Source: an optimization exercise on an open RTL-to-GDS flow (aim: small area). Production flows keep margins and buffers that such runs may drop.
Where RTL was checked, it was by simulation tests only, not by an equivalence proof against the original.
For run 7, only the layout was checked, not whether the RTL still works.
Power is estimated from default activity; no workload was simulated.

File: flow/flow/run.sh
#!/bin/bash
# Standard ORFS layout with three changes:
#  - after the standard synthesis, the combinational logic is re-mapped with ABC's
#    area mapper (flip-flops untouched, see remap.tcl);
#  - port buffers use the smallest buffer cell;
#  - the clock tree uses small clock buffers in tight sink clusters, no dummy loads.
set -euo pipefail
R=orfs/results/$FLOW_PLATFORM/sent_tx/base
LIB=$FLOW_HOME/platforms/$FLOW_PLATFORM/lib/sky130_fd_sc_hd__tt_025C_1v80.lib
bash standard.sh synth > standard_synth.log 2>&1
cp $R/1_2_yosys.v standard_1_2_yosys.v
DU=$(sed -n '/^export DONT_USE_CELLS += \\/,/^#/p' $FLOW_HOME/platforms/$FLOW_PLATFORM/config.mk | grep -o 'sky130_fd_sc_hd__[a-z0-9_]*' | sed 's/^/-dont_use /' | tr '\n' ' ')
LIB=$LIB IN=standard_1_2_yosys.v OUT=remapped.v TOP=$FLOW_TOP SCR=flow/nf.scr DU="$DU" \
  yosys -c flow/remap.tcl > remap.log 2>&1
cp remapped.v $R/1_2_yosys.v
touch $R/1_2_yosys.v
CTS="-sink_clustering_enable -repair_clock_nets -dont_use_dummy_load"
CTS="$CTS -buf_list sky130_fd_sc_hd__clkbuf_4 -sink_clustering_size 10 -sink_clustering_max_diameter 40"
bash standard.sh "CTS_ARGS=$CTS" "BUFFER_PORTS_ARGS=-buffer_cell sky130_fd_sc_hd__buf_1" finish > standard_flow.log 2>&1
cp orfs/logs/*/sent_tx/base/*.log . 2>/dev/null || true
File: flow/flow/nf.scr
strash
&get -n
&dch
&nf -a -R 1000
&put
topo
File: flow/flow/remap.tcl
# Re-map the combinational cells of the standard synthesis netlist with ABC's
# area-oriented &nf mapper. Flip-flops and tie cells stay as they are (same
# instances, names and cell types); only the logic between them is re-mapped.
yosys -import
set lib $::env(LIB)
read_liberty -ignore_miss_func -overwrite $lib
read_verilog $::env(IN)
hierarchy -top $::env(TOP)
foreach c [split [string trim [tee -q -s result.string select -list-mod =A:*]] "\n"] { }
set seq {}
foreach m [split [string trim [tee -q -s result.string select -list-mod =*]] "\n"] {
  if {[string match "sky130_fd_sc_hd__*df*" $m] || [string match "sky130_fd_sc_hd__conb*" $m] || [string match "sky130_fd_sc_hd__dl*" $m]} {
    blackbox $m
  }
}
flatten
opt_clean
abc -liberty $lib -script $::env(SCR) {*}$::env(DU)
opt_clean -purge
stat -liberty $lib
write_verilog -noattr $::env(OUT)
File: flow/standard.sh
#!/bin/bash
# synth_recipe.tcl (not shown) runs the flow's synth.tcl, then flattens the netlist and writes it again
# the make line also repeats each setting of config.mk as NAME=value (left out here)
make -C /OpenROAD-flow-scripts/flow DESIGN_CONFIG=/design/flow/config.mk WORK_HOME=/design/flow/orfs CLKGATE_MAP_FILE= SYNTH_SCRIPT=/design/flow/synth_recipe.tcl "${@:-finish}"
File: flow/config.mk
export PLATFORM = sky130hd
export DESIGN_NAME = sent_tx
export DESIGN_NICKNAME = sent_tx
export VERILOG_FILES = /design/flow/design.v
export SDC_FILE = /design/flow/constraint.sdc
export NUM_CORES = 4
export LEC_CHECK = 0
export ABC_AREA = 1
export CAP_MARGIN = 20
export CORE_MARGIN = 2
export CORE_UTILIZATION = 70
export PLACE_DENSITY = 0.8
export SLEW_MARGIN = 20
File: flow/constraint.sdc
create_clock -name core_clock -period 10.0 [get_ports {clk}]
set_input_delay 2.0000 -clock core_clock [delete_from_list [all_inputs] [get_ports {clk}]]
set_output_delay 2.0000 -clock core_clock [all_outputs]
set_load 0.01 [all_outputs]
File: flow/design.v
`default_nettype none
package sent_pkg;
  typedef struct packed {
    logic [7:0] ctick_len;  
    logic [7:0] ltick_len;  
    logic       pause_en;   
    logic [9:0] pause_len;  
  } sent_cfg_t;
  typedef struct packed {
    logic [2:0]  len;     
    logic [3:0]  status;  
    logic [23:0] data;    
  } sent_frame_t;
  typedef enum logic [2:0] {
    IDLE   = 3'd0,  
    SYNC   = 3'd1,  
    STATUS = 3'd2,  
    DATA   = 3'd3,  
    CRC    = 3'd4,  
    PAUSE  = 3'd5   
  } sent_state_e;
endpackage
`default_nettype wire
`timescale 1ns/1ns
`default_nettype none
module sent_host_if (
  input  logic                clk,
  input  logic                rst,
  input  logic                cfg_vld,      
  input  sent_pkg::sent_cfg_t cfg,          
  input  logic                frame_vld,    
  input  logic                engine_idle,  
  input  logic                fifo_empty,   
  output logic                wr,           
  output sent_pkg::sent_cfg_t active_cfg    
);
  sent_pkg::sent_cfg_t cfg_pend;  
  logic                pend;      
  logic                apply;     
  assign apply = pend && engine_idle && fifo_empty;
  always_ff @(posedge clk)
  begin
    if (cfg_vld)
      cfg_pend <= cfg;  
  end
  always_ff @(posedge clk or posedge rst)
  begin
    if (rst)
      pend <= 1'b0;
    else if (cfg_vld)
      pend <= 1'b1;  
    else if (apply)
      pend <= 1'b0;
  end
  always_ff @(posedge clk or posedge rst)
  begin
    if (rst)
    begin
      active_cfg.ctick_len <= 8'd3;
      active_cfg.ltick_len <= 8'd4;
      active_cfg.pause_en  <= 1'b0;
      active_cfg.pause_len <= 10'd12;
    end
    else if (apply)
      active_cfg <= cfg_pend;
  end
  assign wr = frame_vld;
endmodule
`default_nettype wire
`timescale 1ns/1ns
`default_nettype none
module sent_frame_fifo (
  input  logic                  clk,
  input  logic                  rst,
  input  logic                  wr,       
  input  sent_pkg::sent_frame_t wdata,    
  input  logic                  pop,      
  input  logic                  done,     
  output sent_pkg::sent_frame_t cur,      
  output logic                  empty,    
  output logic                  full      
);
  localparam int DEPTH = 32;
  localparam int NST   = DEPTH + 1;  
  localparam int CW    = $clog2(DEPTH) + 1;
  logic [CW-1:0] cnt;
  logic          empty_now;
  logic          full_now;
  logic          wr_ok;
  logic          rd_ok;
  assign empty_now = (cnt == '0);
  assign full_now  = cnt[CW-1];
  assign wr_ok = wr && !full_now;
  assign rd_ok = pop && !empty_now;
  always_ff @(posedge clk or posedge rst)
  begin
    if (rst)
      cnt <= '0;
    else if (wr_ok != rd_ok)
      cnt <= rd_ok ? cnt - 1'b1 : cnt + 1'b1;
  end
  always_ff @(posedge clk or posedge rst)
  begin
    if (rst)
    begin
      empty <= 1'b1;
      full  <= 1'b0;
    end
    else
    begin
      empty <= empty_now;
      full  <= full_now;
    end
  end
  logic [NST-1:0][30:0] st;    
  logic [NST-1:0]       vld;
  logic [NST-1:0]       room;  
  logic [NST:0]         mv;    
  logic [NST-1:0]       keep;  
  assign room[0] = !vld[0] || done;
  assign mv[0]   = 1'b0;
  genvar i;
  generate
    for (i = 1; i < NST; i++)
    begin : g_room
      assign room[i] = !vld[i] || room[i-1];
      assign mv[i]   = vld[i] && room[i-1];
    end
  endgenerate
  assign mv[NST] = wr_ok;
  generate
    for (i = 0; i < NST; i++)
    begin : g_st
      logic [30:0] din;
      assign keep[i] = vld[i] && !(i == 0 ? done : mv[i]);
      assign din     = (i == NST-1) ? wdata : st[(i == NST-1) ? i : i+1];
      always_ff @(posedge clk or posedge rst)
      begin
        if (rst)
          vld[i] <= 1'b0;
        else
          vld[i] <= keep[i] || mv[i+1];
      end
      always_ff @(posedge clk)
        st[i] <= (st[i] & {31{keep[i]}}) | (din & {31{mv[i+1]}});
    end
  endgenerate
  assign cur = st[0];
endmodule
`default_nettype wire
`timescale 1ns/1ns
`default_nettype none
module sent_tick_gen (
  input  logic       clk,
  input  logic       rst,
  input  logic       run,        
  input  logic [7:0] ctick_len,  
  output logic       tick        
);
  localparam int CLKS_PER_US = (10000000 / 1000000);
  localparam int PW          = $clog2(CLKS_PER_US + 1);
  localparam logic [PW-1:0] US_LAST = PW'(CLKS_PER_US - 1);
  logic [PW-1:0] us_cnt;    
  logic          us_stb;    
  logic [7:0]    tick_cnt;  
  logic [7:0]    tick_inc;
  logic          tick_last;
  assign us_stb = (us_cnt == US_LAST);
  always_ff @(posedge clk or posedge rst)
  begin
    if (rst)
      us_cnt <= '0;
    else if (us_stb)
      us_cnt <= '0;
    else
      us_cnt <= us_cnt + 1'b1;
  end
  assign tick_inc  = tick_cnt + 8'd1;
  assign tick_last = (tick_inc == ctick_len);  
  always_ff @(posedge clk or posedge rst)
  begin
    if (rst)
      tick_cnt <= 8'd0;
    else if (!run)
      tick_cnt <= 8'd0;  
    else if (us_stb)
      tick_cnt <= tick_last ? 8'd0 : tick_inc;
  end
  assign tick = run && us_stb && tick_last;
endmodule
`default_nettype wire
`timescale 1ns/1ns
`default_nettype none
module sent_frame_engine (
  input  logic                  clk,
  input  logic                  rst,
  input  logic                  tick,   
  input  sent_pkg::sent_cfg_t   cfg,    
  input  sent_pkg::sent_frame_t cur,    
  input  logic                  empty,  
  output logic                  pop,    
  output logic                  done,   
  output logic                  idle,   
  output logic                  sent    
);
  function automatic logic [3:0] crc4_x4(input logic [3:0] crc_in);
    logic [3:0] r;
    int         i;
    r = crc_in;
    for (i = 0; i < 4; i++)
    begin
      if (r[3])
        r = {r[2:0], 1'b0} ^ 4'b1101;
      else
        r = {r[2:0], 1'b0};
    end
    crc4_x4 = r;
  endfunction
  sent_pkg::sent_state_e state;
  logic [9:0] tick_cnt;  
  logic [9:0] tick_inc;
  logic [2:0] nib_cnt;   
  logic [3:0] crc;       
  logic       pulse_end;    
  logic       start_frame;  
  logic [3:0] data_nib;     
  logic [3:0] crc_x4;       
  logic [3:0] nib;          
  logic [9:0] pulse_len;    
  always_comb
  begin
    case (nib_cnt)
      3'd1:    data_nib = cur.data[23:20];
      3'd2:    data_nib = cur.data[19:16];
      3'd3:    data_nib = cur.data[15:12];
      3'd4:    data_nib = cur.data[11:8];
      3'd5:    data_nib = cur.data[7:4];
      3'd6:    data_nib = cur.data[3:0];
      default: data_nib = 4'd0;
    endcase
  end
  assign crc_x4 = crc4_x4(crc);
  always_comb
  begin
    case (state)
      sent_pkg::STATUS: nib = cur.status;
      sent_pkg::DATA:   nib = data_nib;
      default:          nib = crc_x4;
    endcase
  end
  always_comb
  begin
    case (state)
      sent_pkg::SYNC:  pulse_len = 10'(56);
      sent_pkg::PAUSE: pulse_len = cfg.pause_len;
      default:         pulse_len = 10'(12) + {6'd0, nib};
    endcase
  end
  assign tick_inc  = tick_cnt + 10'd1;
  assign pulse_end = tick && (tick_inc == pulse_len);
  assign done      = pulse_end &&
                     ((state == sent_pkg::CRC && !cfg.pause_en) ||
                      state == sent_pkg::PAUSE);
  assign start_frame = !empty && (state == sent_pkg::IDLE || done);
  assign pop         = start_frame;
  assign idle        = (state == sent_pkg::IDLE);
  always_ff @(posedge clk or posedge rst)
  begin
    if (rst)
    begin
      state    <= sent_pkg::IDLE;
      tick_cnt <= 10'd0;
      nib_cnt  <= 3'd0;
      crc      <= 4'b0101;
    end
    else if (start_frame)
    begin
      state    <= sent_pkg::SYNC;
      tick_cnt <= 10'd0;
      nib_cnt  <= 3'd0;
      crc      <= 4'b0101;  
    end
    else if (pulse_end)
    begin
      tick_cnt <= 10'd0;
      case (state)
        sent_pkg::SYNC:
          state <= sent_pkg::STATUS;
        sent_pkg::STATUS:
        begin
          state   <= sent_pkg::DATA;
          nib_cnt <= 3'd1;
        end
        sent_pkg::DATA:
        begin
          crc <= crc_x4 ^ data_nib;
          if (nib_cnt >= cur.len)
            state <= sent_pkg::CRC;
          else
            nib_cnt <= nib_cnt + 3'd1;
        end
        sent_pkg::CRC:
        begin
          if (cfg.pause_en)
            state <= sent_pkg::PAUSE;
          else
            state <= sent_pkg::IDLE;  
        end
        default:
          state <= sent_pkg::IDLE;  
      endcase
    end
    else if (tick)
      tick_cnt <= tick_inc;
  end
  always_ff @(posedge clk or posedge rst)
  begin
    if (rst)
      sent <= 1'b1;
    else
      sent <= !(state != sent_pkg::IDLE && tick_cnt < {2'd0, cfg.ltick_len});
  end
endmodule
`default_nettype wire
`timescale 1ns/1ns
`default_nettype none
module sent_tx (
  input  logic                  clk,
  input  logic                  rst,
  input  logic                  cfg_vld,     
  input  sent_pkg::sent_cfg_t   cfg,         
  input  logic                  frame_vld,   
  input  sent_pkg::sent_frame_t frame,       
  output logic                  fifo_empty,  
  output logic                  fifo_full,   
  output logic                  sent         
);
  logic                  wr;
  sent_pkg::sent_cfg_t   active_cfg;
  sent_pkg::sent_frame_t cur;
  logic                  pop;
  logic                  done;
  logic                  idle;
  logic                  tick;
  sent_host_if u_host_if (
    .clk         (clk),
    .rst         (rst),
    .cfg_vld     (cfg_vld),
    .cfg         (cfg),
    .frame_vld   (frame_vld),
    .engine_idle (idle),
    .fifo_empty  (fifo_empty),
    .wr          (wr),
    .active_cfg  (active_cfg)
  );
  sent_frame_fifo u_fifo (
    .clk   (clk),
    .rst   (rst),
    .wr    (wr),
    .wdata (frame),
    .pop   (pop),
    .done  (done),
    .cur   (cur),
    .empty (fifo_empty),
    .full  (fifo_full)
  );
  sent_tick_gen u_tick_gen (
    .clk       (clk),
    .rst       (rst),
    .run       (!idle),
    .ctick_len (active_cfg.ctick_len),
    .tick      (tick)
  );
  sent_frame_engine u_engine (
    .clk   (clk),
    .rst   (rst),
    .tick  (tick),
    .cfg   (active_cfg),
    .cur   (cur),
    .empty (fifo_empty),
    .pop   (pop),
    .done  (done),
    .idle  (idle),
    .sent  (sent)
  );
endmodule
`default_nettype wire
==> summary.md, run 1 <==
| Metric | Value |
|---|---|
| Area of the core | 50070 um^2 |
| Top cell by count, worst path | and3_4 |
| Die Wd | 229.1 um |
| Fin cells | 3518 |
| Max Slew Vio Count | 0 |
| Post-Syn Instances | 2603 |
| Worst setup EP type | flop |
| RSZ-0062 raised after global routing | no |
| Drt first-iter violations | 1388 |
| Max Buffers Root-to-Sink | 3 |
| Routed wire length | 68020 um |
| Final hold violation count | 0 |
| Most frequent cells in the layout | a22o_1 (1027), dfxtp_1 (1023), clkbuf_4 (138) |
| Root buf cell | clkbuf_4 |
| PortBufs | 64 |
| Fin crit share | 91.94% |
| Via density per instance | 6.377 |
| Final Util | 76.30% |
| Top Ports | 65 |
| Max incr delay on CP | 0.51 ns |
| Initial antenna violation count | 2 |
| Largest net degree at the start of global routing | 81 |
| Drt drc | 0 |
| Hold_buf cts | 0 |
| Hold Crit Depth | 1 |
| Slowest CP cell | and3_4 |
| Layout cells sized above 1 | 8.413% |
| FP Rows | 82 |
| Worst hold path class | reg -> reg |
| Hold_ws | 0.4568 ns |
| Reg2Reg Depth | 30 |
| Number of global-route vias before repair | 22630 |
| Mapped Avg Cell Area | 13.63 um^2 |
| Area grow syn2layout | 7.667% |
| First-pass GRT wire length | 114400 um |
| Outcome | complete, no violations |
| Gr usage total | 26.04% |
| Synthesized area | 35480 um^2 |
| Crit start category | flop |
| Slew HR | 36.98% |
| Starting density of the core | 70.86% |
| Placer Congestion | 0.8596 |
| CP arrival | 10.14 ns |
| DR vias | 22430 |
| First-pass iteration count of the detailed router | 5 |
| Clock-pin slew on the worst setup and hold paths | 0.09 ns |
| Power per cell area | 179.1 nW/um^2 |
| Worst-Skew Late Latency | 1.01 ns |
| Skew final | 0.08804 ns |
| Setup violations, final | 0 |
| Maxcap violations | 0 |
| WS Path Type | reg -> reg |
| Cts bufs inserted | 138 |
| H-tree Lvls | 4 |
| CTS tree | built |
| DIE AREA | 52500 um^2 |
| Fillers | 3302 |
| Worst path required time | 10.94 ns |
| Commonest non-fill, non-tap cell in the layout | a22o_1 |
| Detailed-placement wirelength estimate | 44490 um |
| Lkg Pwr | 14.94 nW |
| # nets final | 2905 |
| Min Tclk post-route | 9.194 ns |
| FMAX | 108.8 MHz |
| Slew @ Worst Pin | 0.9427 ns |
| Syn_nets | 2665 |
| Die height | 229.1 um |
| Worst-path fanout max | 36 |
| Wire length per cell | 19.33 um |
| Antenna viol nets, final | 0 |
| Placed instance count | 3368 |
| Grt ovf | 0 |
| Synth warn | 4 |
| Fin Setup TNS | 0 ns |
| CTS Sinks | 1152 |
| VDD IR-drop max | 119.2 uV |
==> layout make-up <==
cell class / count / area (um^2) / area share (%)
well taps: 672 / 840.8 / 2.201
inverters: 16 / 62.56 / 0.1638
clock buffers: 138 / 1036 / 2.712
diodes: 5 / 12.51 / 0.03275
flip-flops and latches: 1152 / 23850 / 62.44
multi-input cells: 1437 / 11890 / 31.13
repair buffers: 98 / 503.0 / 1.317
==> worst paths after layout <==
check	from	slack, ns	endpoint
min in group asynchronous	rst	0.95	u_fifo.vld[32]$_DFF_PP0_
setup reg to reg	u_engine.tick_cnt[0]$_DFFE_PP0P_	0.81	u_fifo.st[1004]$_DFF_P_
setup / recovery	u_engine.tick_cnt[0]$_DFFE_PP0P_	0.81	u_fifo.st[1004]$_DFF_P_
hold / removal	u_host_if.cfg_pend[17]$_DFFE_PP_	0.46	u_host_if.active_cfg[17]$_DFFE_PP0P_
hold reg to reg	u_host_if.cfg_pend[17]$_DFFE_PP_	0.46	u_host_if.active_cfg[17]$_DFFE_PP0P_
max in group asynchronous	rst	7.93	u_engine.nib_cnt[2]$_DFFE_PP0P_
==> through the flow <==
step           total power, mW  setup slack [ns]  instance area (um^2)
2_1_floorplan            4.891           0.07913                 35580
6_report                 6.840            0.8061                 38200
4_1_cts                  6.885            0.2957                 38020
3_3_place_gp             4.947            0.6650                 36950
3_5_place_dp             4.960            0.2361                 36980
5_1_grt                  7.102            0.1132                 38200
==> sequential cells by signal (all words and copies together) (netlist names), 4 cells and up <==
signal and flops:
u_engine.crc 4, u_engine.tick_cnt 10, u_fifo.cnt 6, u_fifo.st 1023, u_fifo.vld 33, u_host_if.active_cfg 27, u_host_if.cfg_pend 27, u_tick_gen.tick_cnt 8
u_tick_gen.us_cnt 4
==> power by group <==
| part | internal, mW | leakage, nW | switching [mW] |
|---|---|---|---|
| clock network | 0.638 | 0.635 | 1.34 |
| logic | 0.0561 | 4.48 | 0.137 |
| registers | 4.64 | 9.82 | 0.0278 |
==> critical path: cells and delay by family (launching register included) <==
family | cells | cell delay, ns
compound gates | 2 | 0.44
xor+xnor | 1 | 0.19
flops | 1 | 0.47
simple gates | 27 | 8.02
==> layer usage <==
metal / routed length [um] / vias to the layer above / track usage [%]
met1: 32020 / 11170 / 36.46
met3: 2472 / 137 / 4.258
li1: - / 10730 / -
met2: 32120 / 400 / 41.34
met4: 1413 / 0 / 9.213
met5: 0 / - / 0
==> timing repair <==
action	in CTS	in global routing
endpoints found under the setup margin	0	317
buffers inserted	0	4
gates resized for setup	0	1
==> run 2: changes to the inputs <==
--- a/flow/design.v
+++ b/flow/design.v
@@ -53,7 +53,15 @@
       pend <= 1'b0;
   end
+  logic dflt;  
   always_ff @(posedge clk or posedge rst)
   begin
     if (rst)
+      dflt <= 1'b1;
+    else
+      dflt <= 1'b0;
+  end
+  always_ff @(posedge clk)
+  begin
+    if (dflt)
     begin
       active_cfg.ctick_len <= 8'd3;
@@ -118,5 +126,5 @@
   logic [NST:0]         mv;    
   logic [NST-1:0]       keep;  
-  assign room[0] = !vld[0] || done;
+  assign room[0] = !vld[0];  
   assign mv[0]   = 1'b0;
   genvar i;
@@ -164,5 +172,4 @@
   logic          us_stb;    
   logic [7:0]    tick_cnt;  
-  logic [7:0]    tick_inc;
   logic          tick_last;
   assign us_stb = (us_cnt == US_LAST);
@@ -176,14 +183,11 @@
       us_cnt <= us_cnt + 1'b1;
   end
-  assign tick_inc  = tick_cnt + 8'd1;
-  assign tick_last = (tick_inc == ctick_len);  
-  always_ff @(posedge clk or posedge rst)
+  assign tick_last = (tick_cnt == 8'd1);
+  always_ff @(posedge clk)
   begin
-    if (rst)
-      tick_cnt <= 8'd0;
-    else if (!run)
-      tick_cnt <= 8'd0;  
+    if (!run || (us_stb && tick_last))
+      tick_cnt <= ctick_len;
     else if (us_stb)
-      tick_cnt <= tick_last ? 8'd0 : tick_inc;
+      tick_cnt <= tick_cnt - 8'd1;
   end
   assign tick = run && us_stb && tick_last;
@@ -268,13 +272,29 @@
   begin
     if (rst)
+      state <= sent_pkg::IDLE;
+    else if (start_frame)
+      state <= sent_pkg::SYNC;
+    else if (pulse_end)
     begin
-      state    <= sent_pkg::IDLE;
-      tick_cnt <= 10'd0;
-      nib_cnt  <= 3'd0;
-      crc      <= 4'b0101;
+      case (state)
+        sent_pkg::SYNC:   state <= sent_pkg::STATUS;
+        sent_pkg::STATUS: state <= sent_pkg::DATA;
+        sent_pkg::DATA:
+          if (nib_cnt >= cur.len)
+            state <= sent_pkg::CRC;
+        sent_pkg::CRC:
+          if (cfg.pause_en)
+            state <= sent_pkg::PAUSE;
+          else
+            state <= sent_pkg::IDLE;  
+        default:
+          state <= sent_pkg::IDLE;  
+      endcase
     end
-    else if (start_frame)
+  end
+  always_ff @(posedge clk)
+  begin
+    if (start_frame)
     begin
-      state    <= sent_pkg::SYNC;
       tick_cnt <= 10'd0;
       nib_cnt  <= 3'd0;
@@ -285,28 +305,13 @@
       tick_cnt <= 10'd0;
       case (state)
-        sent_pkg::SYNC:
-          state <= sent_pkg::STATUS;
         sent_pkg::STATUS:
-        begin
-          state   <= sent_pkg::DATA;
           nib_cnt <= 3'd1;
-        end
         sent_pkg::DATA:
         begin
           crc <= crc_x4 ^ data_nib;
-          if (nib_cnt >= cur.len)
-            state <= sent_pkg::CRC;
-          else
+          if (nib_cnt < cur.len)
             nib_cnt <= nib_cnt + 3'd1;
         end
-        sent_pkg::CRC:
-        begin
-          if (cfg.pause_en)
-            state <= sent_pkg::PAUSE;
-          else
-            state <= sent_pkg::IDLE;  
-        end
-        default:
-          state <= sent_pkg::IDLE;  
+        default: ;
       endcase
     end
--- a/flow/config.mk
+++ b/flow/config.mk
@@ -10,4 +10,5 @@
 export CORE_MARGIN = 2
 export CORE_UTILIZATION = 70
+export GPL_TIMING_DRIVEN = 0
 export PLACE_DENSITY = 0.8
 export SLEW_MARGIN = 20
==> summary.md, run 2 <==
| Metric | Value |
|---|---|
| Outcome | complete, no violations |
| Die height | 228.4 um (-0.31%) |
| Final Util | 76.28% (about the same) |
| Wire length per cell | 18.94 um (-2.1%) |
| Mapped Avg Cell Area | 13.43 um^2 (-1.5%) |
| Reg-to-reg critical path endpoint | u_fifo.st[981]$_DFF_P_ |
| Max incr delay on CP | 0.58 ns (+0.07 ns) |
| Worst-Skew Late Latency | 1.04 ns (+0.03 ns) |
| Worst-path fanout max | 36 (unchanged) |
| VDD IR-drop max | 126.0 uV (+5.7%) |
| Layout cells sized above 1 | 8.220% (-0.19 points) |
| FF/Latch Area | 23690 um^2 (-0.68%) |
| Cts bufs inserted | 139 (+0.72%) |
| Final hold violation count | 0 (unchanged) |
| Post-Syn Instances | 2626 (+0.88%) |
| FF-to-FF setup slack | 0.70 ns (-0.11 ns) |
| DR vias | 22440 (+0.036%) |
| Slew @ Worst Pin | 0.9793 ns (+0.03654 ns) |
| Power per cell area | 179.9 nW/um^2 (+0.48%) |
| Starting density of the core | 70.56% (-0.30 points) |
| Detailed-placement wirelength estimate | 44480 um (about the same) |
| Synthesized area | 35260 um^2 (-0.63%) |
| Min-Delay Endpoint | u_fifo.st[202]$_DFF_P_ |
| Slowest CP cell | and3_4 |
| Gr usage total | 26.19% (+0.15 points) |
| Maxcap violations | 0 (unchanged) |
| DIE AREA | 52180 um^2 (-0.61%) |
| FP Rows | 82 (unchanged) |
| FMAX | 107.5 MHz (-1.2%) |
| # nets final | 2923 (+0.62%) |
| Fin Setup TNS | 0 ns (unchanged) |
| CTS Sinks | 1153 (+0.087%) |
| Commonest non-fill, non-tap cell in the layout | dfxtp_1 |
| Reg2Reg Depth | 19 (-37%) |
| Footprint of the multi-input gates | 11790 um^2 (-0.85%) |
| Fin crit share | 93.02% (+1.1 points) |
| Clock-pin slew on the worst setup and hold paths | 0.10 ns (about the same) |
| Worst setup EP type | flop |
| Root buf cell | clkbuf_4 |
| CP arrival | 10.18 ns (+0.04 ns) |
| Routed wire length | 66960 um (-1.6%) |
| Slew HR | 34.11% (-2.9 points) |
| Final Cell Area | 38120 um^2 (-0.22%) |
| Hold Crit Depth | 1 (unchanged) |
| Antenna viol nets, final | 0 (unchanged) |
| Setup violations, final | 0 (unchanged) |
| Max Slew Vio Count | 0 (unchanged) |
| Placer Congestion | 0.8109 (-5.7%) |
| Top cell by count, worst path | and3_4 |
| H-tree Lvls | 4 (unchanged) |
| Most frequent cells in the layout | dfxtp_1 (1067), a22o_1 (1023), clkbuf_4 (139) |
| Via density per instance | 6.347 (-0.47%) |
| Worst hold path class | reg -> reg |
| Hold_buf cts | 0 (unchanged) |
| Syn_nets | 2688 (+0.86%) |
| Max reg flops | 1023 (unchanged) |
| Largest regs | u_fifo.st (1023), u_fifo.vld (33) |
| WS Path Type | reg -> reg |
| Origin of the critical flop-to-flop path | u_fifo.vld[0]$_DFF_PP0_ |
| Number of global-route vias before repair | 22750 (+0.50%) |
| CTS tree | built |
| Min Tclk post-route | 9.302 ns (+0.1084 ns) |
| Synth warn | 4 (unchanged) |
| Initial antenna violation count | 2 (unchanged) |
| Lkg Pwr | 14.68 nW (-1.7%) |
| Reg with most FFs | u_fifo.st |
| Fillers | 3305 (+0.091%) |
| First-pass iteration count of the detailed router | 5 (unchanged) |
| Drt first-iter violations | 1107 (-20%) |
| Hold_sp | u_fifo.st[233]$_DFF_P_ |
| CP Cell Sequence | and3_4 > and3_4 > and3_4 > and2_4 > and3_4 > and3_4 > and3_4 > and3_4 > and3_4 > and3_4 > and3_4 > and3_4 > and3_4 > and3_4 > and3_4 > and3_4 > nor2b_2 > buf_8 > a22o_1 |
| Worst path required time | 10.87 ns (-0.07 ns) |
| Grt ovf | 0 (unchanged) |
| Area of the core | 49970 um^2 (-0.20%) |
| Crit start category | flop |
| Drt drc | 0 (unchanged) |
| Top Ports | 65 (unchanged) |
| Placed Area | 36980 um^2 (about the same) |
| Die Wd | 228.4 um (-0.31%) |
| Skew final | 0.07833 ns (-0.009711 ns) |
| Post-CTS Setup Bufs | 0 (unchanged) |
| First-pass GRT wire length | 114000 um (-0.36%) |
| RSZ-0062 raised after global routing | no |
| Area grow syn2layout | 8.105% |
| Total power draw | 6.858 mW (+0.26%) |
| Largest net degree at the start of global routing | 52 (-36%) |
| PortBufs | 64 (unchanged) |
| Max Buffers Root-to-Sink | 3 (unchanged) |
==> run 2: final cells by class <==
cell class                      instances  share of cell area (%)
Inverter                               14                  0.1510
Multi-Input combinational cell       1460                   30.93
Clock buffer                          139                   2.738
Sequential cell                      1153                   62.16
Antenna cell                            5                 0.03283
Timing Repair Buffer                   93                   1.782
Tap cell                              672                   2.206
==> run 2: routing by layer <==
metal  GRT usage [%]  up-vias  wire, um
met2           46.23      395     34100
met3           4.765      143      2501
met5               0        -         0
met4           10.44        0      1876
li1                -    10830         -
met1           31.80    11070     28480
==> run 2: critical path: cells and delay by family, from the launching register on <==
kind            cells  cell delay [ns]
compound gates      1             0.18
buf+inv             1             0.21
flops               1             0.40
simple gates       17             8.30
==> run 2: power breakdown <==
group	internal [mW]	leakage (nW)	switching, mW
sequential	4.65	9.62	0.0264
combinational	0.0655	4.42	0.127
clock	0.642	0.640	1.35
==> run 2: worst max-delay path by stage <==
| stage | startpoint | end | slack, ns | cells after the start |
|---|---|---|---|---|
| 2_1_floorplan | u_fifo.vld[0]$_DFF_PP0_ | u_fifo.st[961]$_DFF_P_ | 0.06 | 18 |
| 3_3_place_gp | u_fifo.vld[0]$_DFF_PP0_ | u_fifo.st[977]$_DFF_P_ | -3.03 | 18 |
| 3_5_place_dp | u_fifo.vld[0]$_DFF_PP0_ | u_fifo.st[1016]$_DFF_P_ | -3.54 | 18 |
| 4_1_cts | u_fifo.vld[0]$_DFF_PP0_ | u_fifo.st[1008]$_DFF_P_ | 0.01 | 18 |
| 5_1_grt | u_fifo.vld[0]$_DFF_PP0_ | u_fifo.st[981]$_DFF_P_ | 0.06 | 19 |
| 6_report | u_fifo.vld[0]$_DFF_PP0_ | u_fifo.st[981]$_DFF_P_ | 0.70 | 19 |
==> run 2: metrics by stage <==
| stage | setup WS (ns) | hold WS (ns) | std cells |
|---|---|---|---|
| 2_1_floorplan | 0.06341 | 0.3900 | 2626 |
| 3_3_place_gp | -3.027 | 0.4266 | 3362 |
| 3_5_place_dp | -3.542 | 0.4313 | 3391 |
| 4_1_cts | 0.01472 | 0.4388 | 3530 |
| 5_1_grt | 0.05554 | 0.4535 | 3536 |
| 6_report | 0.6977 | 0.4311 | 3536 |
==> run 2: timing repair <==
| action | in CTS | in global routing |
|---|---|---|
| endpoints found under the setup margin | 351 | 116 |
| gates cloned | 0 | 1 |
| gates resized for setup | 16 | 3 |
| pin swaps | 0 | 1 |
==> run 3: changes to the inputs <==
--- a/flow/config.mk
+++ b/flow/config.mk
@@ -10,5 +10,4 @@
 export CORE_MARGIN = 2
 export CORE_UTILIZATION = 70
-export GPL_TIMING_DRIVEN = 0
 export PLACE_DENSITY = 0.8
 export SLEW_MARGIN = 20
==> summary.md, run 3 <==
| Metric | Value |
|---|---|
| PortBufs | 64 (unchanged) |
| Gr usage total | 27.47% (+1.3 points) |
| Clock-pin slew on the worst setup and hold paths | 0.10 ns (about the same) |
| Routed wire length | 70750 um (+5.7%) |
| Die height | 228.4 um (unchanged) |
| CP arrival | 10.25 ns (+0.07 ns) |
| CTS tree | built |
| Worst-Skew Late Latency | 1.04 ns (about the same) |
| Reg2Reg Depth | 21 (+2) |
| First-pass GRT wire length | 118600 um (+4.1%) |
| Maxcap violations | 0 (unchanged) |
| Outcome | complete, no violations |
| Hold_buf cts | 0 (unchanged) |
| Worst hold path class | reg -> reg |
| DIE AREA | 52180 um^2 (unchanged) |
| Post-cts sizing count | 0 (-16) |
| Setup violations, final | 0 (unchanged) |
| Drt first-iter violations | 1492 (+35%) |
| FMAX | 107.4 MHz (-0.12%) |
| Area of the core | 49970 um^2 (unchanged) |
| Antenna viol nets, final | 0 (unchanged) |
| Detailed-placement wirelength estimate | 45820 um (+3.0%) |
| RSZ-0062 raised after global routing | no |
| Min-Delay Endpoint | u_fifo.st[602]$_DFF_P_ |
| Synthesized area | 35260 um^2 (unchanged) |
| Fin crit share | 93.13% (+0.11 points) |
| Final hold violation count | 0 (unchanged) |
| Worst setup EP type | flop |
| Root buf cell | clkbuf_4 |
| Mapped Avg Cell Area | 13.43 um^2 (unchanged) |
| Crit start category | flop |
| Number of global-route vias before repair | 23000 (+1.1%) |
| Starting density of the core | 70.56% (unchanged) |
| Hold_ws | 0.4205 ns (-0.01062 ns) |
| Slew @ Worst Pin | 1.044 ns (+0.06426 ns) |
| Max Buffers Root-to-Sink | 3 (unchanged) |
| CTS Sinks | 1153 (unchanged) |
| Grt ovf | 0 (unchanged) |
| Area grow syn2layout | 7.499% |
| First-pass iteration count of the detailed router | 5 (unchanged) |
| Top Ports | 65 (unchanged) |
| Origin of the critical flop-to-flop path | u_fifo.vld[0]$_DFF_PP0_ |
| FF-to-FF setup slack | 0.69 ns (about the same) |
| FP Rows | 82 (unchanged) |
| Most frequent cells in the layout | dfxtp_1 (1067), a22o_1 (1023), clkbuf_4 (138) |
| Worst path required time | 10.94 ns (+0.07 ns) |
| Fin Setup TNS | 0 ns (unchanged) |
| Hold Crit Depth | 1 (unchanged) |
| Fin cells | 3539 (+0.085%) |
| Max reg flops | 1023 (unchanged) |
| Total power draw | 6.845 mW (-0.19%) |
| Worst-path fanout max | 35 (-2.8%) |
| Final Util | 75.86% (-0.43 points) |
| Wire length per cell | 19.99 um (+5.6%) |
| Initial antenna violation count | 2 (unchanged) |
| Power per cell area | 180.6 nW/um^2 (+0.38%) |
| Max Slew Vio Count | 0 (unchanged) |
| Largest regs | u_fifo.st (1023), u_fifo.vld (33) |
| Commonest non-fill, non-tap cell in the layout | dfxtp_1 |
| Reg-to-reg critical path endpoint | u_fifo.st[995]$_DFF_P_ |
| Post-CTS Setup Bufs | 0 (unchanged) |
| Cts bufs inserted | 138 (-0.72%) |
| VDD IR-drop max | 127.4 uV (+1.1%) |
| Drt drc | 0 (unchanged) |
| H-tree Lvls | 4 (unchanged) |
| Skew final | 0.06680 ns (-0.01153 ns) |
| Placer Congestion | 0.8370 (+3.2%) |
| Placed instance count | 3397 (+0.18%) |
| Syn_nets | 2688 (unchanged) |
| Layout cells sized above 1 | 8.034% (-0.19 points) |
| # nets final | 2927 (+0.14%) |
| Hold_sp | u_fifo.st[633]$_DFF_P_ |
| DR vias | 22670 (+1.0%) |
| Slew HR | 30.43% (-3.7 points) |
| Min Tclk post-route | 9.313 ns (+0.01087 ns) |
| Die Wd | 228.4 um (unchanged) |
| Synth warn | 4 (unchanged) |
| Largest net degree at the start of global routing | 52 (unchanged) |
| WS Path Type | reg -> reg |
| Post-Syn Instances | 2626 (unchanged) |
| Reg with most FFs | u_fifo.st |
| Lkg Pwr | 14.66 nW (-0.20%) |
| Via density per instance | 6.407 (+0.95%) |
[run 3: metrics by stage]
stage	cell area (um^2)	setup WS [ns]
2_1_floorplan	35280	0.06341
3_3_place_gp	36700	1.315
3_5_place_dp	36750	0.9720
4_1_cts	37790	0.9394
5_1_grt	37900	0.02941
6_report	37900	0.6869
[run 3: worst max path at each step]
| stage | from | end | slack, ns |
|---|---|---|---|
| finish | u_fifo.vld[0]$_DFF_PP0_ | u_fifo.st[995]$_DFF_P_ | 0.69 |
| CTS | u_fifo.vld[0]$_DFF_PP0_ | u_fifo.st[995]$_DFF_P_ | 0.94 |
| global route | u_fifo.vld[0]$_DFF_PP0_ | u_fifo.st[993]$_DFF_P_ | 0.03 |
| floorplan | u_fifo.vld[0]$_DFF_PP0_ | u_fifo.st[961]$_DFF_P_ | 0.06 |
| global placement | u_fifo.vld[0]$_DFF_PP0_ | u_fifo.st[1008]$_DFF_P_ | 1.31 |
| detailed placement | u_fifo.vld[0]$_DFF_PP0_ | u_fifo.st[993]$_DFF_P_ | 0.97 |
[run 3: power breakdown]
group | switching (mW) | internal [mW]
registers | 0.0268 | 4.65
logic | 0.132 | 0.0493
clock network | 1.35 | 0.638
[run 3: final cells by class]
cell class              instances  area, um^2
diodes                          4       10.01
clock buffers                 138        1036
fillers                      3331       12060
inverters                      14       52.55
multi-input cells            1459       11760
flip-flops and latches       1153       23690
well taps                     672       840.8
repair buffers                 99       510.5
[run 3: metal layers]
metal / up-vias / global-route usage [%] / wire length [um]
met2: 475 / 46.32 / 34860
met3: 147 / 5.115 / 2803
met5: - / 0 / 0
met4: 0 / 10.23 / 1904
li1: 10830 / - / -
met1: 11230 / 35.47 / 31180
[run 3: worst max-delay path, stage by stage, from the launching register on]
cell,delay (ns)
dfrtp_1,0.39
and3_1,0.19
and3_2,0.66
and3_2,0.74
and2_2,0.71
and3_2,0.74
and3_2,0.71
and3_2,0.28
buf_4,0.35
and3_2,0.23
buf_4,0.34
and3_2,0.23
buf_4,0.35
and3_2,0.25
and3_2,0.21
and3_2,0.19
and3_2,0.20
and3_2,0.20
and3_2,0.63
and3_2,0.70
and2_2,0.63
a22o_1,0.23
==> run 4: changes to the inputs <==
--- a/flow/config.mk
+++ b/flow/config.mk
@@ -9,5 +9,5 @@
 export CAP_MARGIN = 20
 export CORE_MARGIN = 2
-export CORE_UTILIZATION = 70
-export PLACE_DENSITY = 0.8
+export CORE_UTILIZATION = 80
+export PLACE_DENSITY = 0.9
 export SLEW_MARGIN = 20
==> summary.md, run 4 <==
| Metric | Value |
|---|---|
| DIE AREA | 45770 um^2 (-12%) |
| Initial antenna violation count | 2 (unchanged) |
| Worst hold path class | reg -> reg |
| Setup violations, final | 0 (unchanged) |
| Max Slew Vio Count | 0 (unchanged) |
| Total power draw | 6.828 mW (-0.24%) |
| Fin crit share | 94.80% (+1.7 points) |
| Gr usage total | 31.80% (+4.3 points) |
| RSZ-0062 raised after global routing | no |
| First-pass iteration count of the detailed router | 5 (unchanged) |
| DR vias | 23080 (+1.8%) |
| FP Rows | 76 (-7.3%) |
| Die height | 213.9 um (-6.3%) |
| Top Ports | 65 (unchanged) |
| Root buf cell | clkbuf_4 |
| Area grow syn2layout | 7.066% |
| Largest regs | u_fifo.st (1023), u_fifo.vld (33) |
| Outcome | complete, no violations |
| Detailed-placement wirelength estimate | 47120 um (+2.8%) |
| Hold_sp | u_fifo.st[567]$_DFF_P_ |
| Reg2Reg Depth | 22 (+4.8%) |
| Max reg flops | 1023 (unchanged) |
| VDD IR-drop max | 139.1 uV (+9.2%) |
| Antenna viol nets, final | 0 (unchanged) |
| Number of global-route vias before repair | 23380 (+1.6%) |
| Origin of the critical flop-to-flop path | u_fifo.vld[0]$_DFF_PP0_ |
| Via density per instance | 6.703 (+4.6%) |
| CTS Sinks | 1153 (unchanged) |
| Max Buffers Root-to-Sink | 3 (unchanged) |
| Fin Setup TNS | 0 ns (unchanged) |
| Mapped Avg Cell Area | 13.43 um^2 (unchanged) |
| Maxcap violations | 0 (unchanged) |
| Critical path origin | u_fifo.vld[0]$_DFF_PP0_ |
| FMAX | 105.5 MHz (-1.8%) |
| Drt drc | 0 (unchanged) |
| PortBufs | 64 (unchanged) |
| CTS tree | built |
| Slew @ Worst Pin | 1.063 ns (+0.01995 ns) |
| Max incr delay on CP | 0.75 ns (about the same) |
| Drt first-iter violations | 1739 (+17%) |
| Min Tclk post-route | 9.480 ns (+0.1669 ns) |
| Worst setup EP type | flop |
| Most frequent cells in the layout | dfxtp_1 (1067), a22o_1 (1023), clkbuf_4 (136) |
| CP arrival | 10.35 ns (+0.10 ns) |
| Commonest non-fill, non-tap cell in the layout | dfxtp_1 |
| Worst path required time | 10.87 ns (-0.07 ns) |
| Largest net degree at the start of global routing | 52 (unchanged) |
| Cts bufs inserted | 136 (-1.4%) |
| Synth warn | 4 (unchanged) |
| Final hold violation count | 0 (unchanged) |
| Syn_nets | 2688 (unchanged) |
| Final Util | 87.25% (+11 points) |
| Slowest CP cell | and3_2 |
| Skew final | 0.08465 ns (+0.01785 ns) |
| Die Wd | 213.9 um (-6.3%) |
| Synthesized area | 35260 um^2 (unchanged) |
| Routed wire length | 72910 um (+3.1%) |
| Slew HR | 29.10% (-1.3 points) |
| Grt ovf | 0 (unchanged) |
| Fillers | 2080 (-38%) |
| Worst-Skew Late Latency | 1.00 ns (-0.04 ns) |
| Placer Congestion | 0.8554 (+2.2%) |
| Layout cells sized above 1 | 7.741% (-0.29 points) |
| Reg with most FFs | u_fifo.st |
| Clock-pin slew on the worst setup and hold paths | 0.10 ns (about the same) |
| CP Cell Sequence | and3_1 > buf_4 > and3_2 > and3_4 > and2_2 > and3_2 > and3_2 > and3_2 > buf_4 > and3_2 > and3_2 > buf_4 > and3_2 > and3_2 > and3_2 > and3_2 > and3_2 > and3_2 > buf_4 > and2_2 > nor2b_4 > a22o_1 |
| Wire length per cell | 21.18 um (+5.9%) |
| Post-Syn Instances | 2626 (unchanged) |
| Area of the core | 43270 um^2 (-13%) |
| Hold Crit Depth | 1 (unchanged) |
| Top cell by count, worst path | and3_2 |
| Lkg Pwr | 14.62 nW (-0.26%) |
| H-tree Lvls | 4 (unchanged) |
| # nets final | 2919 (-0.27%) |
| WS Path Type | reg -> reg |
| Starting density of the core | 81.49% (+11 points) |
| First-pass GRT wire length | 119800 um (+0.98%) |
| Crit start category | flop |
| Hold_ws | 0.4489 ns (+0.02841 ns) |
| Power per cell area | 180.9 nW/um^2 (+0.16%) |
| Worst-path fanout max | 35 (unchanged) |
run 4: per-layer routing:
metal  global-route usage [%]  share of wire [%]  vias to the layer above
li1                         -                  -                    10810
met1                    40.93                 42                    11480
met2                    53.92                 51                      637
met3                    5.552                4.2                      157
met4                    12.42                3.0                        0
met5                        0                  0                        -
run 4: power by group:
part / total, mW / leakage (nW) / internal (mW) / switching [mW]
sequential: 4.67 / 9.62 / 4.65 / 0.0278
clock: 1.98 / 0.626 / 0.629 / 1.35
combinational: 0.177 / 4.37 / 0.0487 / 0.128
run 4: stage by stage:
stage,cell area (um^2),std cells,worst slack [ns]
6_report,37750,3443,0.5200
5_1_grt,37750,3443,0.05446
4_1_cts,37640,3440,0.5039
3_5_place_dp,36620,3304,0.5029
3_3_place_gp,36560,3304,1.138
2_1_floorplan,35280,2626,0.06341
run 4: worst max-delay path: cells and delay by family (launching register included):
| family | cells | cell delay, ns |
|---|---|---|
| buf+inv | 4 | 1.41 |
| flops | 1 | 0.43 |
| simple gates | 17 | 7.16 |
| compound gates | 1 | 0.26 |
run 4: final timing paths:
check                                                 end  slack [ns]
min reg2reg                        u_fifo.st[536]$_DFF_P_        0.45
max                                u_fifo.st[932]$_DFF_P_        0.52
min                                u_fifo.st[536]$_DFF_P_        0.45
min in group asynchronous         u_fifo.vld[7]$_DFF_PP0_        1.26
max in group asynchronous  u_tick_gen.us_cnt[0]$_DFF_PP0_        8.14
max reg2reg                        u_fifo.st[932]$_DFF_P_        0.52
run 4: layout make-up:
cell class	instances	area, um^2	share of cell area [%]
antenna	3	7.507	0.01989
clock buffer	136	1021	2.705
inverter	14	52.55	0.1392
multi-input combinational	1459	11790	31.22
sequential	1153	23690	62.76
tap	585	732.0	1.939
timing repair buffer	93	457.9	1.213
run 4: timing repair:
action | 4_1_cts | 5_1_grt
endpoints found under the hold margin | 0 | 0
gates resized for setup | 0 | 1
setup buffers | 0 | 0
endpoints found under the setup margin | 0 | 63
hold buffers | 0 | 0
==> run 5: changes to the inputs <==
--- a/flow/config.mk
+++ b/flow/config.mk
@@ -7,7 +7,7 @@
 export LEC_CHECK = 0
 export ABC_AREA = 1
-export CAP_MARGIN = 20
+export CAP_MARGIN = 10
 export CORE_MARGIN = 2
 export CORE_UTILIZATION = 80
 export PLACE_DENSITY = 0.9
-export SLEW_MARGIN = 20
+export SLEW_MARGIN = 10
==> summary.md, run 5 <==
| Metric | Value |
|---|---|
| Outcome | complete, no violations |
| Worst hold path class | reg -> reg |
| Top Ports | 65 (unchanged) |
| Slew HR | 16.39% (-13 points) |
| Largest net degree at the start of global routing | 52 (unchanged) |
| Clock-pin slew on the worst setup and hold paths | 0.10 ns (about the same) |
| Antenna viol nets, final | 0 (unchanged) |
| DIE AREA | 45770 um^2 (unchanged) |
| Hold_sp | u_fifo.st[997]$_DFF_P_ |
| Area of the core | 43270 um^2 (unchanged) |
| Area grow syn2layout | 7.023% (about the same) |
| Skew final | 0.09346 ns (+0.008815 ns) |
| Syn_nets | 2688 (unchanged) |
| Starting density of the core | 81.49% (unchanged) |
| Min Tclk post-route | 9.222 ns (-0.2577 ns) |
| Gr usage total | 31.61% (-0.18 points) |
| Sw frac | 22.06% (about the same) |
| Worst-path fanout max | 35 (unchanged) |
| Psw | 1.508 mW (+0.18%) |
| Post-Syn Instances | 2626 (unchanged) |
| CTS tree | built |
| Comb power frac | 2.6% (about the same) |
| FP Rows | 76 (unchanged) |
| PortBufs | 64 (unchanged) |
| CTS Sinks | 1153 (unchanged) |
| Layout cells sized above 1 | 7.768% (+0.027 points) |
| Synth warn | 4 (unchanged) |
| Worst path required time | 10.88 ns (about the same) |
| Largest regs | u_fifo.st (1023), u_fifo.vld (33) |
| WS Path Type | reg -> reg |
| Die Wd | 213.9 um (unchanged) |
| Worst-Skew Late Latency | 1.02 ns (+0.02 ns) |
| Max incr delay on CP | 0.71 ns (-0.04 ns) |
| Drt drc | 0 (unchanged) |
| Critical path origin | u_fifo.vld[0]$_DFF_PP0_ |
| RSZ-0062 raised after global routing | no |
| Reg with most FFs | u_fifo.st |
| VDD IR-drop max | 145.6 uV (+4.7%) |
| CP Cell Sequence | and3_1 > buf_4 > and3_4 > and3_4 > and2_2 > and3_2 > and3_2 > and3_2 > buf_4 > and3_2 > and3_2 > buf_4 > and3_2 > and3_2 > and3_2 > and3_2 > and3_2 > and3_2 > buf_4 > and2_2 > nor2b_2 > a22o_1 |
| First-pass iteration count of the detailed router | 8 (+3) |
| Max Buffers Root-to-Sink | 3 (unchanged) |
| First-pass GRT wire length | 119300 um (-0.36%) |
| Top cell by count, worst path | and3_2 |
| Lkg Pwr | 14.63 nW (about the same) |
| Crit start category | flop |
| Clock power frac | 29.0% (about the same) |
| Slowest CP cell | and3_2 |
| Fin crit share | 92.22% (-2.6 points) |
| Fin Setup TNS | 0 ns (unchanged) |
| Grt ovf | 0 (unchanged) |
| Detailed-placement wirelength estimate | 46920 um (-0.43%) |
| Placer Congestion | 0.8554 (unchanged) |
| FF/Latch Area | 23690 um^2 (unchanged) |
| Fillers | 2109 (+1.4%) |
| Power per cell area | 181.1 nW/um^2 (+0.14%) |
| Via density per instance | 6.677 (-0.39%) |
| Origin of the critical flop-to-flop path | u_fifo.vld[0]$_DFF_PP0_ |
| Final Util | 87.21% (about the same) |
| Routed wire length | 72670 um (-0.33%) |
| CP arrival | 10.11 ns (-0.24 ns) |
| Synthesized area | 35260 um^2 (unchanged) |
| # nets final | 2922 (+0.10%) |
| FMAX | 108.4 MHz (+2.8%) |
| Slew @ Worst Pin | 1.248 ns (+0.1850 ns) |
| Cts bufs inserted | 137 (+0.74%) |
| Max reg flops | 1023 (unchanged) |
| H-tree Lvls | 4 (unchanged) |
| Drt first-iter violations | 1642 (-5.6%) |
| DR vias | 23010 (-0.30%) |
| Internal power | 5.327 mW (about the same) |
| Footprint of the multi-input gates | 11730 um^2 (-0.45%) |
| Root buf cell | clkbuf_4 |
| Die height | 213.9 um (unchanged) |
| Max Slew Vio Count | 0 (unchanged) |
| Initial antenna violation count | 1 (-1) |
| Wire length per cell | 21.09 um (-0.42%) |
| Setup violations, final | 0 (unchanged) |
| Most frequent cells in the layout | dfxtp_1 (1067), a22o_1 (1023), clkbuf_4 (137) |
| Maxcap violations | 0 (unchanged) |
| Reg power frac | 68.4% (about the same) |
| Final hold violation count | 0 (unchanged) |
| Mapped Avg Cell Area | 13.43 um^2 (unchanged) |
| Post-CTS Setup Bufs | 0 (unchanged) |
| Commonest non-fill, non-tap cell in the layout | dfxtp_1 |
| Worst setup EP type | flop |
| Number of global-route vias before repair | 23250 (-0.52%) |
==> run 5: critical path: cells and delay by family (launching register included) <==
family | cells | cell delay, ns
buffers and inverters | 4 | 1.42
DFF | 1 | 0.44
and+or+nand+nor | 17 | 6.87
AOI/OAI and AO/OA | 1 | 0.29
==> run 5: metrics by stage <==
step	setup slack (ns)	cell area [um^2]	std cells	hold slack, ns	total power, mW
global placement	1.138	36560	3304	0.4271	4.934
floorplan	0.06341	35280	2626	0.3900	4.876
global route	0.2322	37730	3444	0.4271	7.055
CTS	0.6432	37580	3441	0.4203	6.840
finish	0.7777	37730	3446	0.4172	6.835
detailed placement	0.6752	36560	3304	0.4313	4.946
==> run 5: layer usage <==
metal,vias up,share of wire [%],GRT usage (%)
met5,-,0,0
met4,0,2.9,12.42
met3,156,4.2,5.595
met2,559,50,53.50
met1,11480,43,40.70
li1,10820,-,-
==> run 5: worst paths after layout <==
check                                        endpoint  slack (ns)  cells after the start
min in group asynchronous   u_fifo.cnt[1]$_DFFE_PP0P_        1.20                      3
min                            u_fifo.st[966]$_DFF_P_        0.42                      1
min reg2reg                    u_fifo.st[966]$_DFF_P_        0.42                      1
max reg2reg                    u_fifo.st[946]$_DFF_P_        0.78                     22
max in group asynchronous  u_host_if.pend$_DFFE_PP0P_        8.18                      3
max                            u_fifo.st[946]$_DFF_P_        0.78                     22
==> run 5: area by class of cell <==
cell class / instances / area share, %
tap: 585 / 1.940
inverter: 14 / 0.1393
multi-input combinational: 1459 / 31.10
clock buffer: 137 / 2.726
timing repair buffer: 95 / 1.293
antenna: 3 / 0.01990
sequential: 1153 / 62.79
==> run 5: power by group through the flow <==
stage	clock (mW)	combinational [mW]	sequential [mW]
after detailed placement	0	0.168	4.78
after global placement	0	0.159	4.78
after floorplan	0	0.107	4.77
final	1.98	0.179	4.67
after global routing	2.18	0.194	4.68
after CTS	2.00	0.169	4.67
==> run 5: repair_timing <==
| action | in CTS | in global routing |
|---|---|---|
| hold buffers | 0 | 0 |
| setup endpoints to repair | 0 | 46 |
| gates resized for setup | 0 | 2 |
==> run 6: changes to the inputs <==
--- a/flow/config.mk
+++ b/flow/config.mk
@@ -7,7 +7,7 @@
 export LEC_CHECK = 0
 export ABC_AREA = 1
-export CAP_MARGIN = 10
+export CAP_MARGIN = 0
 export CORE_MARGIN = 2
 export CORE_UTILIZATION = 80
 export PLACE_DENSITY = 0.9
-export SLEW_MARGIN = 10
+export SLEW_MARGIN = 0
==> summary.md, run 6 <==
| Metric | Value |
|---|---|
| CTS Sinks | 1153 (unchanged) |
| Routed wire length | 72220 um (-0.61%) |
| Die Wd | 213.9 um (unchanged) |
| Hold_sp | u_fifo.st[997]$_DFF_P_ |
| Max Slew Vio Count | 0 (unchanged) |
| CP arrival | 10.16 ns (+0.05 ns) |
| Syn_nets | 2688 (unchanged) |
| Fin cells | 3446 (unchanged) |
| Fillers | 2150 (+1.9%) |
| H-tree Lvls | 4 (unchanged) |
| Detailed-placement wirelength estimate | 46920 um (unchanged) |
| FF-to-FF setup slack | 0.73 ns (-0.05 ns) |
| Internal power | 5.323 mW (about the same) |
| Layout cells sized above 1 | 7.703% (-0.065 points) |
| Slew HR | 6.998% (-9.4 points) |
| Outcome | complete, no violations |
| Top cell by count, worst path | and3_2 |
| Origin of the critical flop-to-flop path | u_fifo.vld[0]$_DFF_PP0_ |
| Maxcap violations | 0 (unchanged) |
| Slew @ Worst Pin | 1.389 ns (+0.1403 ns) |
| Area grow syn2layout | 6.672% |
| Post-Syn Instances | 2626 (unchanged) |
| Crit start category | flop |
| Pre-CTS setup slack | 0.6752 ns (unchanged) |
| Synth warn | 4 (unchanged) |
| Lkg Pwr | 14.59 nW (-0.24%) |
| PortBufs | 64 (unchanged) |
| Min-Delay Endpoint | u_fifo.st[966]$_DFF_P_ |
| Synthesized area | 35260 um^2 (unchanged) |
| Clock power frac | 29.1% (about the same) |
| Hold_buf cts | 0 (unchanged) |
| Reg-to-reg critical path endpoint | u_fifo.st[946]$_DFF_P_ |
| FP Rows | 76 (unchanged) |
| Commonest non-fill, non-tap cell in the layout | dfxtp_1 |
| RSZ-0062 raised after global routing | no |
| Cts bufs inserted | 137 (unchanged) |
| # nets final | 2920 (-0.068%) |
| Initial antenna violation count | 1 (unchanged) |
| Most frequent cells in the layout | dfxtp_1 (1067), a22o_1 (1023), clkbuf_4 (137) |
| Reg power frac | 68.4% (about the same) |
| Hold Crit Depth | 1 (unchanged) |
| Footprint of the multi-input gates | 11630 um^2 (-0.84%) |
| Fin crit share | 92.69% (+0.47 points) |
| Max reg flops | 1023 (unchanged) |
| Largest net degree at the start of global routing | 52 (unchanged) |
| Placed Area | 36560 um^2 (unchanged) |
| CP Cell Sequence | and3_1 > buf_4 > and3_2 > and3_2 > and2_2 > and3_4 > and3_2 > and3_2 > buf_4 > and3_2 > and3_2 > buf_4 > and3_2 > and3_2 > and3_2 > and3_2 > and3_2 > and3_2 > buf_4 > and2_2 > nor2b_2 > a22o_1 |
| VDD IR-drop max | 146.9 uV (+0.90%) |
| Worst hold path class | reg -> reg |
| Mapped Avg Cell Area | 13.43 um^2 (unchanged) |
| First-pass iteration count of the detailed router | 7 (-1) |
| Top Ports | 65 (unchanged) |
| Largest regs | u_fifo.st (1023), u_fifo.vld (33) |
| Worst-Skew Late Latency | 1.03 ns (about the same) |
| Final Cell Area | 37610 um^2 (-0.33%) |
| Fin Setup TNS | 0 ns (unchanged) |
| Starting density of the core | 81.49% (unchanged) |
| Sw frac | 22.07% (about the same) |
| Area of the core | 43270 um^2 (unchanged) |
| Wire length per cell | 20.96 um (-0.61%) |
| Placer Congestion | 0.8554 (unchanged) |
| First-pass GRT wire length | 119300 um (unchanged) |
| Buf/Inv on CP | 4 (unchanged) |
| Setup violations, final | 0 (unchanged) |
| Die height | 213.9 um (unchanged) |
| FMAX | 107.9 MHz (-0.50%) |
| Power per cell area | 181.6 nW/um^2 (+0.27%) |
| Final Util | 86.93% (-0.29 points) |
| Placed instance count | 3304 (unchanged) |
| CTS tree | built |
| Min Tclk post-route | 9.269 ns (+0.04676 ns) |
| Comb power frac | 2.5% (about the same) |
| Grt ovf | 0 (unchanged) |
| Antenna viol nets, final | 0 (unchanged) |
| Total power draw | 6.831 mW (about the same) |
| Reg with most FFs | u_fifo.st |
| Number of global-route vias before repair | 23250 (unchanged) |
| Root buf cell | clkbuf_4 |
| WS Path Type | reg -> reg |
| Skew final | 0.09326 ns (-0.0002030 ns) |
| Drt first-iter violations | 1636 (-0.37%) |
| Drt drc | 0 (unchanged) |
| Hold_ws | 0.4150 ns (-0.002148 ns) |
| Reg2Reg Depth | 22 (unchanged) |
| Top Family by Delay on Critical Path | simple AND/OR/NAND/NOR gates |
| Clock-pin slew on the worst setup and hold paths | 0.10 ns (about the same) |
| Max incr delay on CP | 0.74 ns (+0.03 ns) |
| FF/Latch Area | 23690 um^2 (unchanged) |
| Slowest CP cell | and3_2 |
| DR vias | 22980 (-0.13%) |
| Worst-path fanout max | 35 (unchanged) |
| Final hold violation count | 0 (unchanged) |
| Setup WS post-layout | 0.7309 ns (-0.04676 ns) |
| Via density per instance | 6.668 (-0.13%) |
| Max Buffers Root-to-Sink | 3 (unchanged) |
| Worst setup EP type | flop |
| Gr usage total | 31.61% (unchanged) |
| DIE AREA | 45770 um^2 (unchanged) |
| Worst path required time | 10.89 ns (about the same) |
| Psw | 1.507 mW (about the same) |
run 6: cell count changes in the layout (fill, tap and decap cells not counted), sizes merged:
cell	previous run	this run
buf	95	93
diode	3	5
run 6: worst max path at each step:
stage / from / to / slack, ns / depth (start not counted)
after floorplan: u_fifo.vld[0]$_DFF_PP0_ / u_fifo.st[961]$_DFF_P_ / 0.06 / 18
after CTS: u_fifo.vld[0]$_DFF_PP0_ / u_fifo.st[946]$_DFF_P_ / 0.64 / 22
after global placement: u_fifo.vld[0]$_DFF_PP0_ / u_fifo.st[949]$_DFF_P_ / 1.14 / 22
final: u_fifo.vld[0]$_DFF_PP0_ / u_fifo.st[946]$_DFF_P_ / 0.73 / 22
after global routing: u_fifo.vld[0]$_DFF_PP0_ / u_fifo.st[936]$_DFF_P_ / 0.16 / 22
after detailed placement: u_fifo.vld[0]$_DFF_PP0_ / u_fifo.st[932]$_DFF_P_ / 0.68 / 22
run 6: area by class of cell:
| type | count | area share (%) |
|---|---|---|
| Tap cell | 585 | 1.946 |
| Sequential cell | 1153 | 62.99 |
| Clock buffer | 137 | 2.735 |
| Antenna cell | 5 | 0.03327 |
| Timing Repair Buffer | 93 | 1.218 |
| Multi-Input combinational cell | 1459 | 30.94 |
| Inverter | 14 | 0.1397 |
run 6: timing repair:
action,in CTS,in global routing
buffers inserted,0,0
resized for setup,0,1
setup endpoints to repair,0,30
run 6: metal layers:
layer / vias up / wire length, um / global-route usage, %
met3: 159 / 3137 / 5.595
met4: 0 / 2081 / 12.42
met1: 11400 / 30800 / 40.70
met2: 611 / 36200 / 53.50
met5: - / 0 / 0
li1: 10810 / - / -
run 6: power groups by stage:
stage | clock, mW | sequential, mW | combinational [mW]
CTS | 2.00 | 4.67 | 0.169
detailed placement | 0 | 4.78 | 0.168
finish | 1.99 | 4.67 | 0.174
floorplan | 0 | 4.77 | 0.107
global route | 2.18 | 4.68 | 0.189
global placement | 0 | 4.78 | 0.159
==> run 7: changes to the inputs <==
--- a/flow/design.v
+++ b/flow/design.v
@@ -126,4 +126,6 @@
   logic [NST:0]         mv;    
   logic [NST-1:0]       keep;  
+  logic [30:0]          wfrm;  
+  assign wfrm = {wdata.len[2:1], wdata.len[0] | (wdata.len == 3'd0), wdata.status, wdata.data};
   assign room[0] = !vld[0];  
   assign mv[0]   = 1'b0;
@@ -141,15 +143,18 @@
     begin : g_st
       logic [30:0] din;
+      logic [30:0] nxt;
+      assign vld[i]  = (st[i][30:28] != 3'd0);
       assign keep[i] = vld[i] && !(i == 0 ? done : mv[i]);
-      assign din     = (i == NST-1) ? wdata : st[(i == NST-1) ? i : i+1];
+      assign din     = (i == NST-1) ? wfrm : st[(i == NST-1) ? i : i+1];
+      assign nxt = (st[i] & {31{keep[i]}}) | (din & {31{mv[i+1]}});
       always_ff @(posedge clk or posedge rst)
       begin
         if (rst)
-          vld[i] <= 1'b0;
+          st[i][30:28] <= 3'd0;
         else
-          vld[i] <= keep[i] || mv[i+1];
+          st[i][30:28] <= nxt[30:28];
       end
       always_ff @(posedge clk)
-        st[i] <= (st[i] & {31{keep[i]}}) | (din & {31{mv[i+1]}});
+        st[i][27:0] <= nxt[27:0];
     end
   endgenerate
--- a/flow/config.mk
+++ b/flow/config.mk
@@ -7,7 +7,7 @@
 export LEC_CHECK = 0
 export ABC_AREA = 1
-export CAP_MARGIN = 0
+export CAP_MARGIN = 20
 export CORE_MARGIN = 2
-export CORE_UTILIZATION = 80
-export PLACE_DENSITY = 0.9
-export SLEW_MARGIN = 0
+export CORE_UTILIZATION = 70
+export PLACE_DENSITY = 0.8
+export SLEW_MARGIN = 20
==> summary.md, run 7 <==
| Metric | Value |
|---|---|
| Routed wire length | 69910 um (-3.2%) |
| Worst path required time | 10.92 ns (+0.03 ns) |
| Worst-Skew Late Latency | 1.04 ns (about the same) |
| Initial antenna violation count | 2 (+1) |
| Top Ports | 65 (unchanged) |
| Placed instance count | 3534 (+7.0%) |
| Max Slew Vio Count | 0 (unchanged) |
| Synthesized area | 35120 um^2 (-0.39%) |
| Fillers | 3271 (+52%) |
| First-pass GRT wire length | 116600 um (-2.3%) |
| CP arrival | 9.93 ns (-0.23 ns) |
| Die height | 228.0 um (+6.6%) |
| Crit start category | flop |
| Met1 usage | 33.67% (-7.0 points) |
| Area of the core | 49860 um^2 (+15%) |
| First-pass iteration count of the detailed router | 7 (unchanged) |
| Via density per instance | 6.266 (-6.0%) |
| Grt ovf | 0 (unchanged) |
| Root buf cell | clkbuf_4 |
| Fin cells | 3685 (+6.9%) |
| Lkg Pwr | 14.78 nW (+1.3%) |
| Slew HR | 26.02% (+19 points) |
| Most crowded layer after global routing | met2 |
| Layout cells sized above 1 | 8.056% (+0.35 points) |
| Antenna viol nets, final | 0 (unchanged) |
| Clock power frac | 29.0% (about the same) |
| WS Path Type | reg -> reg |
| Post-Syn Instances | 2742 (+4.4%) |
| FF-to-FF setup slack | 0.99 ns (+0.26 ns) |
| Area grow syn2layout | 8.216% |
| FF/Latch Area | 23360 um^2 (-1.4%) |
| Mapped Avg Cell Area | 12.81 um^2 (-4.6%) |
| Reg-to-reg critical path endpoint | u_fifo.st[991]$_DFF_PP0_ |
| Grt met3 use | 4.775% (-0.82 points) |
| # nets final | 3068 (+5.1%) |
| Cts bufs inserted | 137 (unchanged) |
| RSZ-0062 raised after global routing | no |
| Reg2Reg Depth | 32 (+45%) |
| Min-Delay Endpoint | u_fifo.st[970]$_DFF_P_ |
| Fin crit share | 90.14% (-2.6 points) |
| Hold_sp | u_fifo.st[1001]$_DFF_P_ |
| Largest regs | u_fifo.st (1023), u_host_if.active_cfg (27), u_host_if.cfg_pend (27) |
| Clock-pin slew on the worst setup and hold paths | 0.10 ns (about the same) |
| FMAX | 110.9 MHz (+2.8%) |
| Max reg flops | 1023 (unchanged) |
| DR vias | 23090 (+0.49%) |
| Max Buffers Root-to-Sink | 3 (unchanged) |
| VDD IR-drop max | 138.3 uV (-5.9%) |
| Commonest non-fill, non-tap cell in the layout | dfxtp_1 |
| Comb power frac | 3.4% (+0.9 points) |
| Synth warn | 4 (unchanged) |
| Number of global-route vias before repair | 23380 (+0.55%) |
| Placer Congestion | 0.8083 (-5.5%) |
| CTS tree | built |
| Most frequent cells in the layout | dfxtp_1 (968), a22o_1 (908), nand2_1 (197) |
| H-tree Lvls | 4 (unchanged) |
| Footprint of the multi-input gates | 12000 um^2 (+3.1%) |
| Met2 Resource Use GR | 46.68% (-6.8 points) |
| Largest net degree at the start of global routing | 70 (+35%) |
| Reg with most FFs | u_fifo.st |
| Outcome | complete, no violations |
| Starting density of the core | 70.43% (-11 points) |
| Power per cell area | 177.8 nW/um^2 (-2.1%) |
| Die Wd | 228.0 um (+6.6%) |
| FP Rows | 82 (+7.9%) |
| CTS Sinks | 1120 (-2.9%) |
| Syn_nets | 2804 (+4.3%) |
| Top cell by count, worst path | nor2b_4 |
| Worst setup EP type | flop |
| Drt drc | 0 (unchanged) |
| Final hold violation count | 0 (unchanged) |
## run 7: worst max-delay path, delay by kind of cell (launching register included)
family / cells / cell delay (ns)
simple gates: 30 / 7.85
flops: 1 / 0.41
buf+inv: 1 / 0.32
compound gates: 1 / 0.29
## run 7: layout make-up
| class | count | area share (%) |
|---|---|---|
| Antenna cell | 9 | 0.05926 |
| Clock buffer | 137 | 2.706 |
| Inverter | 12 | 0.1251 |
| Multi-Input combinational cell | 1612 | 31.58 |
| Sequential cell | 1120 | 61.47 |
| Tap cell | 672 | 2.212 |
| Timing Repair Buffer | 123 | 1.850 |
## run 7: repair_timing
item                       CTS  global route
hold buffers                 0             0
setup endpoints to repair   31            86
setup buffers                0             0
gates resized for setup      1             1
gates cloned                 1             3
## run 7: power groups by stage
stage	Sequential [mW]	Clock [mW]	Combinational (mW)
final	4.57	1.96	0.230
after detailed placement	4.67	0	0.226
after global placement	4.66	0	0.214
after floorplan	4.66	0	0.148
after global routing	4.57	2.19	0.254
after CTS	4.56	2.00	0.228
## run 7: stage by stage
| step | utilization (%) | cell area (um^2) | setup WS, ns | setup TNS, ns | hold slack, ns |
|---|---|---|---|---|---|
| floorplan | - | 35350 | -8.856 | -2244.86 | 0.3896 |
| global placement | 73.95 | 36870 | -0.1135 | -0.6759 | 0.4266 |
| detailed placement | 73.96 | 36880 | -0.6139 | -16.67 | 0.4403 |
| CTS | 76.05 | 37920 | 0.07659 | 0 | 0.4496 |
| global route | 76.22 | 38000 | 0.1289 | 0 | 0.4637 |
| finish | 76.22 | 38000 | 0.9862 | 0 | 0.4461 |
## run 7: layer usage
| metal | share of wire, % | wire length [um] |
|---|---|---|
| met1 | 44 | 30550 |
| met2 | 50 | 34910 |
| met3 | 3.6 | 2508 |
| met4 | 2.8 | 1936 |
| met5 | 0 | 0 |
## run 7: how the worst max path moves through the flow
stage                             startpoint  slack [ns]                       end
floorplan           u_fifo.st[122]$_DFF_PP0_       -8.86  u_fifo.st[989]$_DFF_PP0_
global placement     u_fifo.st[60]$_DFF_PP0_       -0.11  u_fifo.st[991]$_DFF_PP0_
detailed placement  u_fifo.st[123]$_DFF_PP0_       -0.61  u_fifo.st[991]$_DFF_PP0_
CTS                 u_fifo.st[123]$_DFF_PP0_        0.08  u_fifo.st[991]$_DFF_PP0_
global route         u_fifo.st[61]$_DFF_PP0_        0.13  u_fifo.st[990]$_DFF_PP0_
finish              u_fifo.st[123]$_DFF_PP0_        0.99  u_fifo.st[991]$_DFF_PP0_

Re-timed with assumed drivers on the ports (clkbuf_16 on the clock, buf_2 on other inputs), run 7 has 0.986 ns of setup slack against 0.986 ns with ideal ports, and 0.986 ns once port delays also move by the mid clock arrival of 1.058 ns.
